What follows belongs to an exercise in optimizing a design on an open flow for small area; a production flow would make more cautious choices.
RTL that was checked went through simulation tests only; none was proved equivalent to the original.

== run A ==
==> module ex_alu, before the edit <==
module ex_alu (
  input  ex_pkg::alu_op_e            operator_i,
  input  logic [ex_pkg::xlen-1:0]    operand_a_i,
  input  logic [ex_pkg::xlen-1:0]    operand_b_i,
  output logic [ex_pkg::xlen-1:0]    result_o,
  output logic                       comparison_result_o
);
  localparam int unsigned Blk1 = 12;
  localparam int unsigned Blk2 = 22;
  logic [xlen-1:0] a, b, bx, sum;
  logic            sub;
  logic [4:0]      shamt;
  logic            is_equal, lt_signed, lt_unsigned, cout;
  assign a     = operand_a_i;
  assign b     = operand_b_i;
  assign shamt = b[4:0];
  assign sub = (operator_i != ALU_ADD);
  assign bx  = b ^ {xlen{sub}};
  logic [Blk1:0]      cl;
  logic [Blk2:Blk1]   c10, c11;
  logic [xlen:Blk2]   c20, c21;
  logic [xlen-1:0]    s0, s1;
  logic               cm;
  assign cl[0] = sub;
  for (genvar i = 0; i < Blk1; i++) begin : g_lo
    ex_fa u_fa (.a(a[i]), .b(bx[i]), .c(cl[i]), .s(sum[i]), .co(cl[i+1]));
  end
  assign c10[Blk1] = 1'b0;
  assign c11[Blk1] = 1'b1;
  for (genvar i = Blk1; i < Blk2; i++) begin : g_b1
    ex_fa u_fa0 (.a(a[i]), .b(bx[i]), .c(c10[i]), .s(s0[i]), .co(c10[i+1]));
    ex_fa u_fa1 (.a(a[i]), .b(bx[i]), .c(c11[i]), .s(s1[i]), .co(c11[i+1]));
    assign sum[i] = cl[Blk1] ? s1[i] : s0[i];
  end
  assign cm = cl[Blk1] ? c11[Blk2] : c10[Blk2];
  assign c20[Blk2] = 1'b0;
  assign c21[Blk2] = 1'b1;
  for (genvar i = Blk2; i < xlen; i++) begin : g_b2
    ex_fa u_fa0 (.a(a[i]), .b(bx[i]), .c(c20[i]), .s(s0[i]), .co(c20[i+1]));
    ex_fa u_fa1 (.a(a[i]), .b(bx[i]), .c(c21[i]), .s(s1[i]), .co(c21[i+1]));
    assign sum[i] = cm ? s1[i] : s0[i];
  end
  assign cout = cm ? c21[xlen] : c20[xlen];
  assign is_equal    = ~|p;
  assign lt_unsigned = ~cout;
  assign lt_signed   = (a[xlen-1] ^ b[xlen-1]) ? a[xlen-1] : ~cout;
  logic            left, arith, fill;
  logic [xlen-1:0] sh_in, sh_out;
  logic [xlen-1:0] st [6];
  assign left  = (operator_i == ALU_SLL);
  assign arith = (operator_i == ALU_SRA);
  assign fill  = arith & a[xlen-1];
  for (genvar i = 0; i < xlen; i++) begin : g_rev
    assign sh_in[i] = left ? a[xlen-1-i] : a[i];
  end
  assign st[0] = sh_in;
  for (genvar k = 0; k < 5; k++) begin : g_st
    for (genvar i = 0; i < xlen; i++) begin : g_b
      if (i + (1 << k) < xlen) begin : g_m
        assign st[k+1][i] = shamt[k] ? st[k][i + (1 << k)] : st[k][i];
      end else begin : g_f
        assign st[k+1][i] = shamt[k] ? fill : st[k][i];
      end
    end
  end
  assign sh_out = st[5];
  always_comb begin
    case (operator_i)
      ALU_EQ:  comparison_result_o = is_equal;
      ALU_NE:  comparison_result_o = ~is_equal;
      ALU_LT:  comparison_result_o = lt_signed;
      ALU_GE:  comparison_result_o = ~lt_signed;
      default: comparison_result_o = 1'b0;
    endcase
  end
  logic            s_sum, s_g, s_p, s_shr, s_bit0;
  logic [xlen-1:0] g, p, lu, res;
  assign g      = a & b;
  assign p      = a ^ b;
  assign s_sum  = (operator_i == ALU_ADD) | (operator_i == ALU_SUB);
  assign s_g    = (operator_i == ALU_AND) | (operator_i == ALU_OR);
  assign s_p    = (operator_i == ALU_OR)  | (operator_i == ALU_XOR);
  assign s_shr  = (operator_i == ALU_SRL) | (operator_i == ALU_SRA);
  assign s_bit0 = (operator_i == ALU_SLT) ? lt_signed :
                  (operator_i == ALU_SLTU) ? lt_unsigned : comparison_result_o;
  for (genvar i = 0; i < xlen; i++) begin : g_res
    assign res[i] = (s_sum & sum[i]) | (s_g & g[i]) | (s_p & p[i])
                  | (s_shr & sh_out[i]) | (left & sh_out[xlen-1-i]);
  end
  assign result_o = {res[xlen-1:1], res[0] | s_bit0};
endmodule
Settings: LEC_CHECK=0, CAP_MARGIN=20, CORE_MARGIN=2, CORE_UTILIZATION=40, SLEW_MARGIN=20, SYNTH_HIERARCHICAL=1, SYNTH_MINIMUM_KEEP_SIZE=0; clock period 22.0 ns.
standard.sh (not shown) runs the stock make flow with config.mk's settings and CLKGATE_MAP_FILE= SYNTH_SCRIPT=/design/flow/synth_recipe.tcl, a recipe that flattens the netlist after the stock synthesis.
==> flow/flow/run.sh <==
#!/bin/bash
# Standard ORFS layout, with the port buffers made from the smallest buffer
# cell instead of the cell buffer_ports picks by default. Each step's output
# goes to its own log in the work folder.
set -euo pipefail
bash standard.sh synth > synth.log 2>&1
bash standard.sh "BUFFER_PORTS_ARGS=-buffer_cell sky130_fd_sc_hd__buf_1" finish > layout.log 2>&1
Run A finished all stages; the layout is clean.
Input changes introduced in run B (baseline for comparison: run A):
diff --git a/flow/design.v b/flow/design.v
--- a/flow/design.v
+++ b/flow/design.v
@@ -76,59 +76,47 @@
   for (genvar i = Blk2; i < xlen; i++) begin : g_b2
     ex_fa u_fa0 (.a(a[i]), .b(bx[i]), .c(c20[i]), .s(s0[i]), .co(c20[i+1]));
     ex_fa u_fa1 (.a(a[i]), .b(bx[i]), .c(c21[i]), .s(s1[i]), .co(c21[i+1]));
     assign sum[i] = cm ? s1[i] : s0[i];
   end
   assign cout = cm ? c21[xlen] : c20[xlen];
-  assign is_equal    = ~|p;
+  assign is_equal    = ~|(a ^ b);
   assign lt_unsigned = ~cout;
   assign lt_signed   = (a[xlen-1] ^ b[xlen-1]) ? a[xlen-1] : ~cout;
-  logic            left, arith, fill;
-  logic [xlen-1:0] sh_in, sh_out;
-  logic [xlen-1:0] st [6];
-  assign left  = (operator_i == ALU_SLL);
-  assign arith = (operator_i == ALU_SRA);
-  assign fill  = arith & a[xlen-1];
+  logic            left;
+  logic [xlen-1:0] sh_in, sh_out, sh_res;
+  assign left = (operator_i == ALU_SLL);
   for (genvar i = 0; i < xlen; i++) begin : g_rev
-    assign sh_in[i] = left ? a[xlen-1-i] : a[i];
+    assign sh_in[i]  = left ? a[xlen-1-i] : a[i];
+    assign sh_res[i] = left ? sh_out[xlen-1-i] : sh_out[i];
   end
-  assign st[0] = sh_in;
-  for (genvar k = 0; k < 5; k++) begin : g_st
-    for (genvar i = 0; i < xlen; i++) begin : g_b
-      if (i + (1 << k) < xlen) begin : g_m
-        assign st[k+1][i] = shamt[k] ? st[k][i + (1 << k)] : st[k][i];
-      end else begin : g_f
-        assign st[k+1][i] = shamt[k] ? fill : st[k][i];
-      end
-    end
-  end
-  assign sh_out = st[5];
+  assign sh_out = $unsigned($signed({(operator_i == ALU_SRA) & a[xlen-1], sh_in}) >>> shamt);
   always_comb begin
     case (operator_i)
       ALU_EQ:  comparison_result_o = is_equal;
       ALU_NE:  comparison_result_o = ~is_equal;
       ALU_LT:  comparison_result_o = lt_signed;
       ALU_GE:  comparison_result_o = ~lt_signed;
       default: comparison_result_o = 1'b0;
     endcase
   end
-  logic            s_sum, s_g, s_p, s_shr, s_bit0;
-  logic [xlen-1:0] g, p, lu, res;
-  assign g      = a & b;
-  assign p      = a ^ b;
-  assign s_sum  = (operator_i == ALU_ADD) | (operator_i == ALU_SUB);
-  assign s_g    = (operator_i == ALU_AND) | (operator_i == ALU_OR);
-  assign s_p    = (operator_i == ALU_OR)  | (operator_i == ALU_XOR);
-  assign s_shr  = (operator_i == ALU_SRL) | (operator_i == ALU_SRA);
-  assign s_bit0 = (operator_i == ALU_SLT) ? lt_signed :
-                  (operator_i == ALU_SLTU) ? lt_unsigned : comparison_result_o;
-  for (genvar i = 0; i < xlen; i++) begin : g_res
-    assign res[i] = (s_sum & sum[i]) | (s_g & g[i]) | (s_p & p[i])
-                  | (s_shr & sh_out[i]) | (left & sh_out[xlen-1-i]);
+  always_comb begin
+    case (operator_i)
+      ALU_ADD, ALU_SUB:          result_o = sum;
+      ALU_AND:                   result_o = a & b;
+      ALU_OR:                    result_o = a | b;
+      ALU_XOR:                   result_o = a ^ b;
+      ALU_SLL, ALU_SRL, ALU_SRA: result_o = sh_res;
+      ALU_SLT:  result_o = {{(xlen-1){1'b0}}, lt_signed};
+      ALU_SLTU: result_o = {{(xlen-1){1'b0}}, lt_unsigned};
+      ALU_EQ, ALU_NE, ALU_LT, ALU_GE: begin
+        result_o = {{(xlen-1){1'b0}}, comparison_result_o};
+      end
+      default:  result_o = '0;
+    endcase
   end
-  assign result_o = {res[xlen-1:1], res[0] | s_bit0};
 endmodule
 `timescale 1ns/1ps
 import ex_pkg::*;
 module ex_mult (
   input  ex_pkg::mult_op_e           operator_i,
   input  logic [ex_pkg::xlen-1:0]    op_a_i,
==> comparison <==
Delta (run B minus run A): share of final layout cell area taken by clock buffers and inverters held; highest net fanout along the worst path +1; achievable clock frequency flat.
Final cell area: run B above run A
Run B vs run A: count of cells along the worst register-to-register path down by a few percent
Looking at run A and run B, the routed wire length is a wash.
Comparing run A and run B, the higher register share of the cell area is on run A.
Shortest clock period the worst path allows after layout ends up higher on run B.
Diff run A -> run B | synthesized area | increase of 1.3%
Sort run A and run B by overall global routing resource usage, descending, and run A comes first.
Lower synthesized cell count was reported by run A, not run B.
The setup slack of the critical path after layout of run B was inferior to that of run A.
Function not checked in run B: the RTL went through the layout flow alone.

[separate check: timing with driven ports]
In the flow no input, the clock included, has a driving cell. The finished layouts below were timed again as built, in two steps. Step 1 (the two cells are an assumption about what drives the block):
set clk [get_ports {clk}]
set_driving_cell -lib_cell sky130_fd_sc_hd__clkbuf_16 $clk
set_driving_cell -lib_cell sky130_fd_sc_hd__buf_2 [delete_from_list [all_inputs] $clk]
Step 2 adds t to the input delays and takes it off the output delays; t is the mean of the earliest and latest rising clock arrival at the registers after step 1. Input paths then give back, and output paths get back, about the clock's delay inside the block. Three values: ideal ports, drivers, drivers and shift; two values: the first two.
run | t (ns) | setup slack, ns | slew at the worst register clock pin (ns) | worst data-port slew with drivers (ns)
run A | 0.570 | 0.330 / 0.309 / 0.309 | 0.07 / 0.07 | 0.12
run B | 0.570 | 0.265 / 0.244 / 0.244 | 0.06 / 0.06 | 0.19
After both steps setup and hold are still met in every run listed.
